This design comes from an exercise in tuning for small area and a short achievable clock period on the open sky130 flow, not from production work.
Function was checked by simulation only, so behaviour that the tests miss may differ from the original.
Power is estimated from default activity; no workload was simulated.

// arm_dp_top
module arm_dp_top (
    input  logic                      clk,
    input  logic                      reset,
    input  logic                      instr_valid,
    input  logic [32-1:0]   instr,
    output logic                      wb_valid,
    output logic [4-1:0] wb_addr,
    output logic [32-1:0]   wb_data,
    output logic [3:0]                flags
);
    logic [32-1:0]   rn_val, rm_val;
    logic                       dx_valid, dx_writes, dx_setf, dx_arith, dx_sub;
    logic [1:0]                 dx_lop;
    logic [3:0]                 dx_cond;
    logic [4-1:0]  dx_rd;
    logic [32-1:0]    dx_b;
    logic                       dx_fwd_b;
    logic [4-1:0]  rn_addr;
    logic [1:0]                 dx_kind;
    logic [5-1:0] dx_shamt, dx_rot;
    logic                       ex_writes;
    logic [4-1:0]  ex_rd;
    logic                       res_valid;
    logic [4-1:0]  res_addr;
    logic [32-1:0]    res_data;
    decode_stage decode_stage_i (
        .clk(clk), .reset(reset),
        .instr_valid(instr_valid), .instr(instr),
        .rm_val(rm_val), .rn_addr(rn_addr),
        .ex_writes(ex_writes), .ex_rd(ex_rd),
        .dx_valid(dx_valid), .dx_writes(dx_writes), .dx_setf(dx_setf),
        .dx_arith(dx_arith), .dx_sub(dx_sub), .dx_lop(dx_lop), .dx_cond(dx_cond),
        .dx_rd(dx_rd), .dx_b(dx_b), .dx_fwd_b(dx_fwd_b),
        .dx_kind(dx_kind), .dx_shamt(dx_shamt), .dx_rot(dx_rot)
    );
    execute_stage execute_stage_i (
        .clk(clk), .reset(reset),
        .dx_valid(dx_valid), .dx_writes(dx_writes), .dx_setf(dx_setf),
        .dx_arith(dx_arith), .dx_sub(dx_sub), .dx_lop(dx_lop), .dx_cond(dx_cond),
        .dx_rd(dx_rd), .rn_val(rn_val), .dx_b(dx_b), .dx_fwd_b(dx_fwd_b),
        .dx_kind(dx_kind), .dx_shamt(dx_shamt), .dx_rot(dx_rot),
        .wr_data(wb_data),
        .ex_writes(ex_writes), .ex_rd(ex_rd),
        .res_valid(res_valid), .res_addr(res_addr), .res_data(res_data),
        .flags(flags)
    );
    result_stage result_stage_i (
        .clk(clk), .reset(reset),
        .res_valid(res_valid), .res_addr(res_addr), .res_data(res_data),
  ...
Settings: LEC_CHECK=0, ABC_AREA=1, CAP_MARGIN=20, CORE_MARGIN=2, CORE_UTILIZATION=40, CTS_CLUSTER_DIAMETER=100, CTS_CLUSTER_SIZE=25, SETUP_SLACK_MARGIN=4.5, SLEW_MARGIN=20; clock period 8.0 ns.
run.sh (not shown) runs the stock make flow with config.mk's settings and CLKGATE_MAP_FILE= SYNTH_SCRIPT=/design/flow/synth_recipe.tcl, a recipe that flattens the netlist after the stock synthesis.
Then changed:
--- a/flow/design.v
+++ b/flow/design.v
@@ -46,15 +46,17 @@
     output logic                       dx_setf,
     output logic                       dx_arith,
     output logic                       dx_sub,
     output logic [1:0]                 dx_lop,
     output logic [3:0]                 dx_cond,
     output logic [4-1:0]  dx_rd,
     output logic [32-1:0]    dx_b,
-    output logic                       dx_fwd_b,
+    output logic                       dx_fwd_t,
+    output logic                       dx_fwd_f,
+    output logic                       dx_fill,
     output logic [1:0]                 dx_kind,
     output logic [5-1:0] dx_shamt,
     output logic [5-1:0] dx_rot
 );
     logic [3:0] op;
     logic       known, writes, setf, arith, sub;
     logic [1:0] lop;
@@ -98,28 +100,32 @@
         rd1_q     <= instr[15:12];
         op2_q     <= instr[11:0];
     end
     assign rn_addr = rn1_q;
     logic [4:0] shamt, rot;
     assign shamt = imm1_q ? 5'd0 : op2_q[11:7];
     assign rot   = (op2_q[6:5] == 2'b00) ? (5'd0 - shamt) : shamt;
+    logic fwd_b;
+    assign fwd_b = ex_writes & (ex_rd == op2_q[3:0]) & !imm1_q;
     always_ff @(posedge clk or posedge reset) begin
         if (reset) dx_valid <= 1'b0;
         else       dx_valid <= v1_q;
     end
     always_ff @(posedge clk) begin
         dx_writes <= writes1_q;
         dx_setf   <= setf1_q;
         dx_arith  <= arith1_q;
         dx_sub    <= sub1_q;
         dx_lop    <= lop1_q;
         dx_cond   <= cond1_q;
         dx_rd     <= rd1_q;
-        dx_b      <= (imm1_q ? {{(32-8){1'b0}}, op2_q[7:0]} : rm_val) ^ {32{sub1_q}};
-        dx_fwd_b  <= ex_writes & (ex_rd == op2_q[3:0]) & !imm1_q;
+        dx_b      <= fwd_b ? '0 : (imm1_q ? {{(32-8){1'b0}}, op2_q[7:0]} : rm_val) ^ {32{sub1_q}};
+        dx_fwd_t  <= fwd_b & !sub1_q;
+        dx_fwd_f  <= fwd_b & sub1_q;
+        dx_fill   <= sub1_q & (op2_q[6:5] != 2'b10);
         dx_kind   <= op2_q[6:5];
         dx_shamt  <= shamt;
         dx_rot    <= rot;
     end
 endmodule
 `timescale 1ns/1ps
 module execute_stage (
@@ -131,15 +137,17 @@
     input  logic                       dx_arith,
     input  logic                       dx_sub,
     input  logic [1:0]                 dx_lop,
     input  logic [3:0]                 dx_cond,
     input  logic [4-1:0]  dx_rd,
     input  logic [32-1:0]    rn_val,
     input  logic [32-1:0]    dx_b,
-    input  logic                       dx_fwd_b,
+    input  logic                       dx_fwd_t,
+    input  logic                       dx_fwd_f,
+    input  logic                       dx_fill,
     input  logic [1:0]                 dx_kind,
     input  logic [5-1:0] dx_shamt,
     input  logic [5-1:0] dx_rot,
     input  logic [32-1:0]    wr_data,
     output logic                       ex_writes,
     output logic [4-1:0]  ex_rd,
     output logic                       res_valid,
@@ -147,20 +155,20 @@
     output logic [32-1:0]    res_data,
     output logic [3:0]                 flags
 );
     logic [31:0] op_a, op_b_reg, bx, logic_res, result;
     logic [33:0] sum;
     logic        pass, c_f, v_f;
     assign op_a     = rn_val;
-    assign op_b_reg = dx_fwd_b ? (wr_data ^ {32{dx_sub}}) : dx_b;
+    assign op_b_reg = dx_b | ({32{dx_fwd_t}} & wr_data) | ({32{dx_fwd_f}} & ~wr_data);
     barrel_shift barrel_shift_i (
         .value   (op_b_reg),
         .sh_type (dx_kind),
         .shamt   (dx_shamt),
-        .inv     (dx_sub),
+        .inv     (dx_fill),
         .rot     (dx_rot),
         .shifted (bx)
     );
     assign sum = {1'b0, op_a, 1'b1} + {1'b0, bx, dx_sub};
     always_comb begin
         case (dx_lop)
             2'b00: logic_res = op_a & bx;
@@ -310,15 +318,15 @@
 );
     logic [32-1:0]   rn_val, rm_val;
     logic                       dx_valid, dx_writes, dx_setf, dx_arith, dx_sub;
     logic [1:0]                 dx_lop;
     logic [3:0]                 dx_cond;
     logic [4-1:0]  dx_rd;
     logic [32-1:0]    dx_b;
-    logic                       dx_fwd_b;
+    logic                       dx_fwd_t, dx_fwd_f, dx_fill;
     logic [4-1:0]  rn_addr;
     logic [1:0]                 dx_kind;
     logic [5-1:0] dx_shamt, dx_rot;
     logic                       ex_writes;
     logic [4-1:0]  ex_rd;
     logic                       res_valid;
     logic [4-1:0]  res_addr;
@@ -326,22 +334,22 @@
     decode_stage decode_stage_i (
         .clk(clk), .reset(reset),
         .instr_valid(instr_valid), .instr(instr),
         .rm_val(rm_val), .rn_addr(rn_addr),
         .ex_writes(ex_writes), .ex_rd(ex_rd),
         .dx_valid(dx_valid), .dx_writes(dx_writes), .dx_setf(dx_setf),
         .dx_arith(dx_arith), .dx_sub(dx_sub), .dx_lop(dx_lop), .dx_cond(dx_cond),
-        .dx_rd(dx_rd), .dx_b(dx_b), .dx_fwd_b(dx_fwd_b),
+        .dx_rd(dx_rd), .dx_b(dx_b), .dx_fwd_t(dx_fwd_t), .dx_fwd_f(dx_fwd_f), .dx_fill(dx_fill),
         .dx_kind(dx_kind), .dx_shamt(dx_shamt), .dx_rot(dx_rot)
     );
     execute_stage execute_stage_i (
         .clk(clk), .reset(reset),
         .dx_valid(dx_valid), .dx_writes(dx_writes), .dx_setf(dx_setf),
         .dx_arith(dx_arith), .dx_sub(dx_sub), .dx_lop(dx_lop), .dx_cond(dx_cond),
-        .dx_rd(dx_rd), .rn_val(rn_val), .dx_b(dx_b), .dx_fwd_b(dx_fwd_b),
+        .dx_rd(dx_rd), .rn_val(rn_val), .dx_b(dx_b), .dx_fwd_t(dx_fwd_t), .dx_fwd_f(dx_fwd_f), .dx_fill(dx_fill),
         .dx_kind(dx_kind), .dx_shamt(dx_shamt), .dx_rot(dx_rot),
         .wr_data(wb_data),
         .ex_writes(ex_writes), .ex_rd(ex_rd),
         .res_valid(res_valid), .res_addr(res_addr), .res_data(res_data),
         .flags(flags)
     );
     result_stage result_stage_i (
=> The changed run finished with timing, DRC and antenna clean. Area after synthesis barely changes. Total power increases by 3.8%. Cell area goes up by 1.5%. Die area barely changes. Clock power increases by 11%. Combinational power is higher by about 5%. Routed wire length is higher by 3.0%. Count of clock-buffer cells in the layout increases by 2. Cell count climbs by 3.2%. Core utilization grows by 0.78 points. Worst setup slack improved by 0.067 ns.

-- port drivers added, routing unchanged --
How much do the figures lean on ideal ports? The routed layouts below were timed once more, with nothing changed but the port constraints.
Step 1 (the two cells are an assumption about what drives the block):
set clk [get_ports {clk}]
set_driving_cell -lib_cell sky130_fd_sc_hd__clkbuf_16 $clk
set_driving_cell -lib_cell sky130_fd_sc_hd__buf_2 [delete_from_list [all_inputs] $clk]
Step 2 adds t to the input delays and takes it off the output delays; t is the mean of the earliest and latest rising clock arrival at the registers after step 1. Input paths then give back, and output paths get back, about the clock's delay inside the block.
Slacks: ideal / step 1 / step 2; pairs: ideal / step 1.
run	t, ns	setup slack, ns	hold slack, ns	worst setup path at the end	cell pins on the clock port's net
the first run	0.669	4.136 / 4.136 / 4.136	0.326 / 0.326 / 0.326	register to register	1
the second run	0.679	4.203 / 4.203 / 4.203	0.335 / 0.335 / 0.335	register to register	1
After both steps setup and hold are still met in every run listed.
